From an optimization exercise on the open Yosys and OpenROAD flow, aimed at small area, a short achievable clock period and few clock cycles; shortcuts taken in it are not production practice.
Only simulation tests tie the RTL to the original design; equivalence was not proved.

Design fft_top, start of the top module:
module fft_top (
  input  logic        clk,
  input  logic        reset,
  input  logic        load,
  input  logic [63:0] load_data,  
  input  logic        start,
  output logic        done,
  input  logic [2:0]  rd_addr,
  output logic [31:0] rd_data     
);
  logic [31:0] e0, e1, e2, e3, f0, f1, f2, f3;
  logic        tr5, ti5;  
  function automatic logic [31:0] cop(input logic [31:0] x, input logic [2:0] c);
    logic [15:0] opr, opi;
    opr = c[2] ? x[15:0] : x[31:16];
    opi = c[2] ? x[31:16] : x[15:0];
    cop = {opr ^ {16{c[1]}}, opi ^ {16{c[0]}}};
  endfunction
  logic k0, s13, n23, n12;
  logic ph;  
  always_ff @(posedge clk) begin
    if (reset) begin
      k0   <= 1'b1;
      s13  <= 1'b0;
      n23  <= 1'b0;
      n12  <= 1'b0;
      ph   <= 1'b0;
      done <= 1'b0;
    end else if (load) begin
      k0   <= s13 & n23;
      s13  <= k0 | (n23 & ~s13);
      n23  <= n12;
      n12  <= k0 | (s13 & n12);
      done <= 1'b0;
  ...
==> flow/config.mk <==
export PLATFORM = sky130hd
export DESIGN_NAME = fft_top
export DESIGN_NICKNAME = fft_top
export VERILOG_FILES = /design/flow/design.v
export SDC_FILE = /design/flow/constraint.sdc
export NUM_CORES = 4
export LEC_CHECK = 0
export CAP_MARGIN = 20
export CORE_MARGIN = 2
export CORE_UTILIZATION = 40
export SETUP_SLACK_MARGIN = 1.5
export SLEW_MARGIN = 20
export SYNTH_HIERARCHICAL = 1
export SYNTH_MINIMUM_KEEP_SIZE = 0
==> flow/constraint.sdc <==
create_clock -name core_clock -period 6.5 [get_ports {clk}]
set_input_delay 1.3000 -clock core_clock [delete_from_list [all_inputs] [get_ports {clk}]]
set_output_delay 1.3000 -clock core_clock [all_outputs]
set_load 0.01 [all_outputs]
standard.sh (not shown) runs the stock make flow with config.mk's settings and CLKGATE_MAP_FILE= SYNTH_SCRIPT=/design/flow/synth_recipe.tcl, a recipe that flattens the netlist after the stock synthesis.
==> flow/flow/run.sh <==
#!/bin/bash
# The standard layout, with plain buffers (not delay cells) on the ports.
set -euo pipefail
bash standard.sh BUFFER_PORTS_ARGS="-buffer_cell sky130_fd_sc_hd__buf_2" finish > standard.log 2>&1
Testbench counts at the start, summed over its fixed seeds: cycles 5,384.
==> next run, changes <==
SETUP_SLACK_MARGIN = 2.0   (was 1.5)
=>
- final cell count rose by 1.7%
==> next run, changes <==
CORE_UTILIZATION = 55   (was 40)
PLACE_DENSITY = 0.75   (was unset)
SETUP_SLACK_MARGIN = 2.5   (was 2.0)
The new run finished with timing, DRC and antenna clean.
Clock skew drops by 0.013 ns.
Critical path depth climbs by 2.
Routed wire length climbs by 12%.
Design area climbs by 4.2%.
Area after synthesis does not change.
Hold slack loses 0.014 ns.
Sequential share of layout area drops by 0.77 points.
Non-clock buffer count climbs by 74.
First-iteration DRC count climbs by about 44%.
==> next run, changes <==
CORE_UTILIZATION = 40   (was 55)
PLACE_DENSITY = unset   (was 0.75)
SETUP_SLACK_MARGIN = 1.8   (was 2.5)
=> Worst setup slack gets worse by 0.19 ns. Count of clock-buffer cells in the layout went down by 5. Sequential share of layout area increases by 0.94 points. Routed wire length decreases by roughly a tenth. Flip-flop and latch count does not change. Global-route usage is lower by 10 points. Cell count goes up by a few percent. Maximum frequency fell by a few percent. Die area came out higher by well over a third. Non-clock buffer count decreases by 87.
==> next run, changes <==
SETUP_SLACK_MARGIN = 3.0   (was 1.8)
Result:
- critical path depth grows by 3
- global-route usage grows by 2.7 points
- die area is unchanged
- design area grows by 10%
- non-clock buffer count grows by 146
- count of clock-buffer cells in the layout shrinks by 1
==> next run, changes <==
SETUP_SLACK_MARGIN = 2.2   (was 3.0)
Outcome: Utilization went down by 3.3 points; sequential share of layout area went up by 1.2 points; global-route usage went down by 1.8 points; area after synthesis does not change; die area does not change; cell count went down by 2.7%; non-clock buffer count went down by 120.


== build 49 ==
Another version of the RTL of fft_top (not shown whole).
Size in the first run: roughly 2800 cells after synthesis, roughly 100 I/O pins, about 0.029 sq mm of cells after synthesis.
clock: 6.5 ns
lec_check: 0
cap_margin: 20
core_margin: 2
core_utilization: 40
setup_slack_margin: 2.1
slew_margin: 20
synth_hierarchical: 1
synth_minimum_keep_size: 0
Scripts as last shown in full above: flow/flow/run.sh
Testbench counts of build 49, summed over its fixed seeds: cycles 5,384.
Edits applied to the flow inputs when going from build 49 to build 12:
# build 49
export LEC_CHECK = 0
export CAP_MARGIN = 20
export CORE_MARGIN = 2
export CORE_UTILIZATION = 40
export SETUP_SLACK_MARGIN = 2.1
export SLEW_MARGIN = 20
export SYNTH_HIERARCHICAL = 1
export SYNTH_MINIMUM_KEEP_SIZE = 0
create_clock -name core_clock -period 6.5 [get_ports {clk}]
# build 12
export LEC_CHECK = 0
export ABC_AREA = 1
export CAP_MARGIN = 20
export CORE_MARGIN = 2
export CORE_UTILIZATION = 50
export CTS_BUF_LIST = sky130_fd_sc_hd__clkbuf_8
export CTS_CLUSTER_SIZE = 30
export SETUP_SLACK_MARGIN = 2.4
export SLEW_MARGIN = 20
export SYNTH_HIERARCHICAL = 1
export SYNTH_MINIMUM_KEEP_SIZE = 0
create_clock -name core_clock -period 6.5 [get_ports {clk}]
## What came out
- Build 12 ends up with a via count that is about 50% higher than in build 49.
- In the metrics for build 12 and build 49, the one carrying the higher routed wire length is build 12.
- Between build 49 and build 12, number of clock buffers in the layout increased.
- Setup slack (build 12 over build 49): increase, 0.33 ns
- Compared with build 49, build 12 shows synthesized instance count that has gone up by more than half.
The inputs of build 76 differ from those of build 12 as listed below.
# build 12
export LEC_CHECK = 0
export ABC_AREA = 1
export CAP_MARGIN = 20
export CORE_MARGIN = 2
export CORE_UTILIZATION = 50
export CTS_BUF_LIST = sky130_fd_sc_hd__clkbuf_8
export CTS_CLUSTER_SIZE = 30
export SETUP_SLACK_MARGIN = 2.4
export SLEW_MARGIN = 20
export SYNTH_HIERARCHICAL = 1
export SYNTH_MINIMUM_KEEP_SIZE = 0
create_clock -name core_clock -period 6.5 [get_ports {clk}]
# build 76
export LEC_CHECK = 0
export CAP_MARGIN = 20
export CORE_MARGIN = 2
export CORE_UTILIZATION = 40
export GPL_ROUTABILITY_DRIVEN = 0
export SETUP_SLACK_MARGIN = 2.3
export SLEW_MARGIN = 20
export SYNTH_HIERARCHICAL = 1
export SYNTH_MINIMUM_KEEP_SIZE = 0
create_clock -name core_clock -period 6.5 [get_ports {clk}]
--- outcome ---
Tap cell instance count (lower): build 12. Summary: with build 12 as the reference, area after synthesis in build 76 moved down by more than 10%. As of build 76, number of buffers added by the clock tree synthesis step had fallen by more than a quarter compared to build 12. Diff build 12 -> build 76: actual slew at the worst max-slew pin grew by 0.11 ns; area of the die went up 4.9%. Compared to build 12, build 76 has wire length reported by the detailed router 24% lower. Build 12 ended up with sky130_fd_sc_hd__o21ai_0 as its slowest cell on the critical path; build 76 ended up with sky130_fd_sc_hd__mux4_2. Build 76 vs. build 12: path depth of the worst reg2reg path went down by 1.
Here is what was changed in the inputs of build 55 compared with build 76.
# build 76
export LEC_CHECK = 0
export CAP_MARGIN = 20
export CORE_MARGIN = 2
export CORE_UTILIZATION = 40
export GPL_ROUTABILITY_DRIVEN = 0
export SETUP_SLACK_MARGIN = 2.3
export SLEW_MARGIN = 20
export SYNTH_HIERARCHICAL = 1
export SYNTH_MINIMUM_KEEP_SIZE = 0
create_clock -name core_clock -period 6.5 [get_ports {clk}]
# build 55
export LEC_CHECK = 0
export CAP_MARGIN = 20
export CORE_MARGIN = 2
export CORE_UTILIZATION = 50
export SETUP_SLACK_MARGIN = 2.3
export SLEW_MARGIN = 20
export SYNTH_HIERARCHICAL = 1
export SYNTH_MINIMUM_KEEP_SIZE = 0
create_clock -name core_clock -period 6.5 [get_ports {clk}]
### Flow results
Build 55 vs build 76 — post-place setup slack rose 0.21 ns. Looking at total wire length after detailed routing across both flows, build 55 is the stronger of the two, with build 76 trailing. Build 55 vs build 76, maximum single-stage delay on the critical path went up by 0.04 ns. Final area shrinks slightly when moving from build 76 to build 55. Between build 55 and build 76, the fraction of standard cell area that is sequential does not differ in any meaningful way. Status: number of vias after detailed routing parity (build 55, build 76). Against build 76, build 55 comes in 0.048 ns lower on final critical delay including setup and external delays.

==> static timing again, ports no longer ideal <==
How much do the figures lean on ideal ports? The routed layouts below were timed once more, with nothing changed but the port constraints.
Step 1, drivers: a clkbuf_16 drives clk and a buf_2 each remaining input, both assumed.
Step 2 also shifts input and output timing later by t, the mid clock arrival at the registers, as if the neighbouring blocks saw the same clock.
Three values: ideal, step 1, step 2; two values: the first two.
run | t, ns | setup WS [ns] | worst setup path after step 2 | slew at the worst register clock pin (ns)
the first run of note 1 | 0.617 | 1.705 / 1.705 / 1.224 | input to register | 0.06 / 0.06
the second run of note 1 | 0.621 | 2.147 / 2.139 / 1.518 | input to register | 0.06 / 0.06
the third run of note 1 | 0.629 | 2.143 / 2.143 / 1.754 | input to register | 0.07 / 0.07
the fourth run of note 1 | 0.625 | 1.949 / 1.925 / 1.299 | input to register | 0.07 / 0.07
the fifth run of note 1 | 0.651 | 2.264 / 2.264 / 1.645 | input to register | 0.06 / 0.06
the sixth run of note 1 | 0.648 | 2.190 / 2.190 / 1.550 | input to register | 0.06 / 0.06
build 49 | 0.605 | 2.245 / 2.141 / 1.536 | input to register | 0.07 / 0.07
build 12 | 0.744 | 2.572 / 2.427 / 1.683 | input to register | 0.06 / 0.06
build 76 | 0.625 | 2.413 / 2.223 / 1.598 | input to register | 0.07 / 0.07
build 55 | 0.613 | 2.462 / 2.237 / 1.624 | input to register | 0.06 / 0.06
After both steps setup and hold are still met in every run listed. For build 12, which loses most, drivers alone change the setup slack by -0.145 ns; drivers and shift together by -0.889 ns.
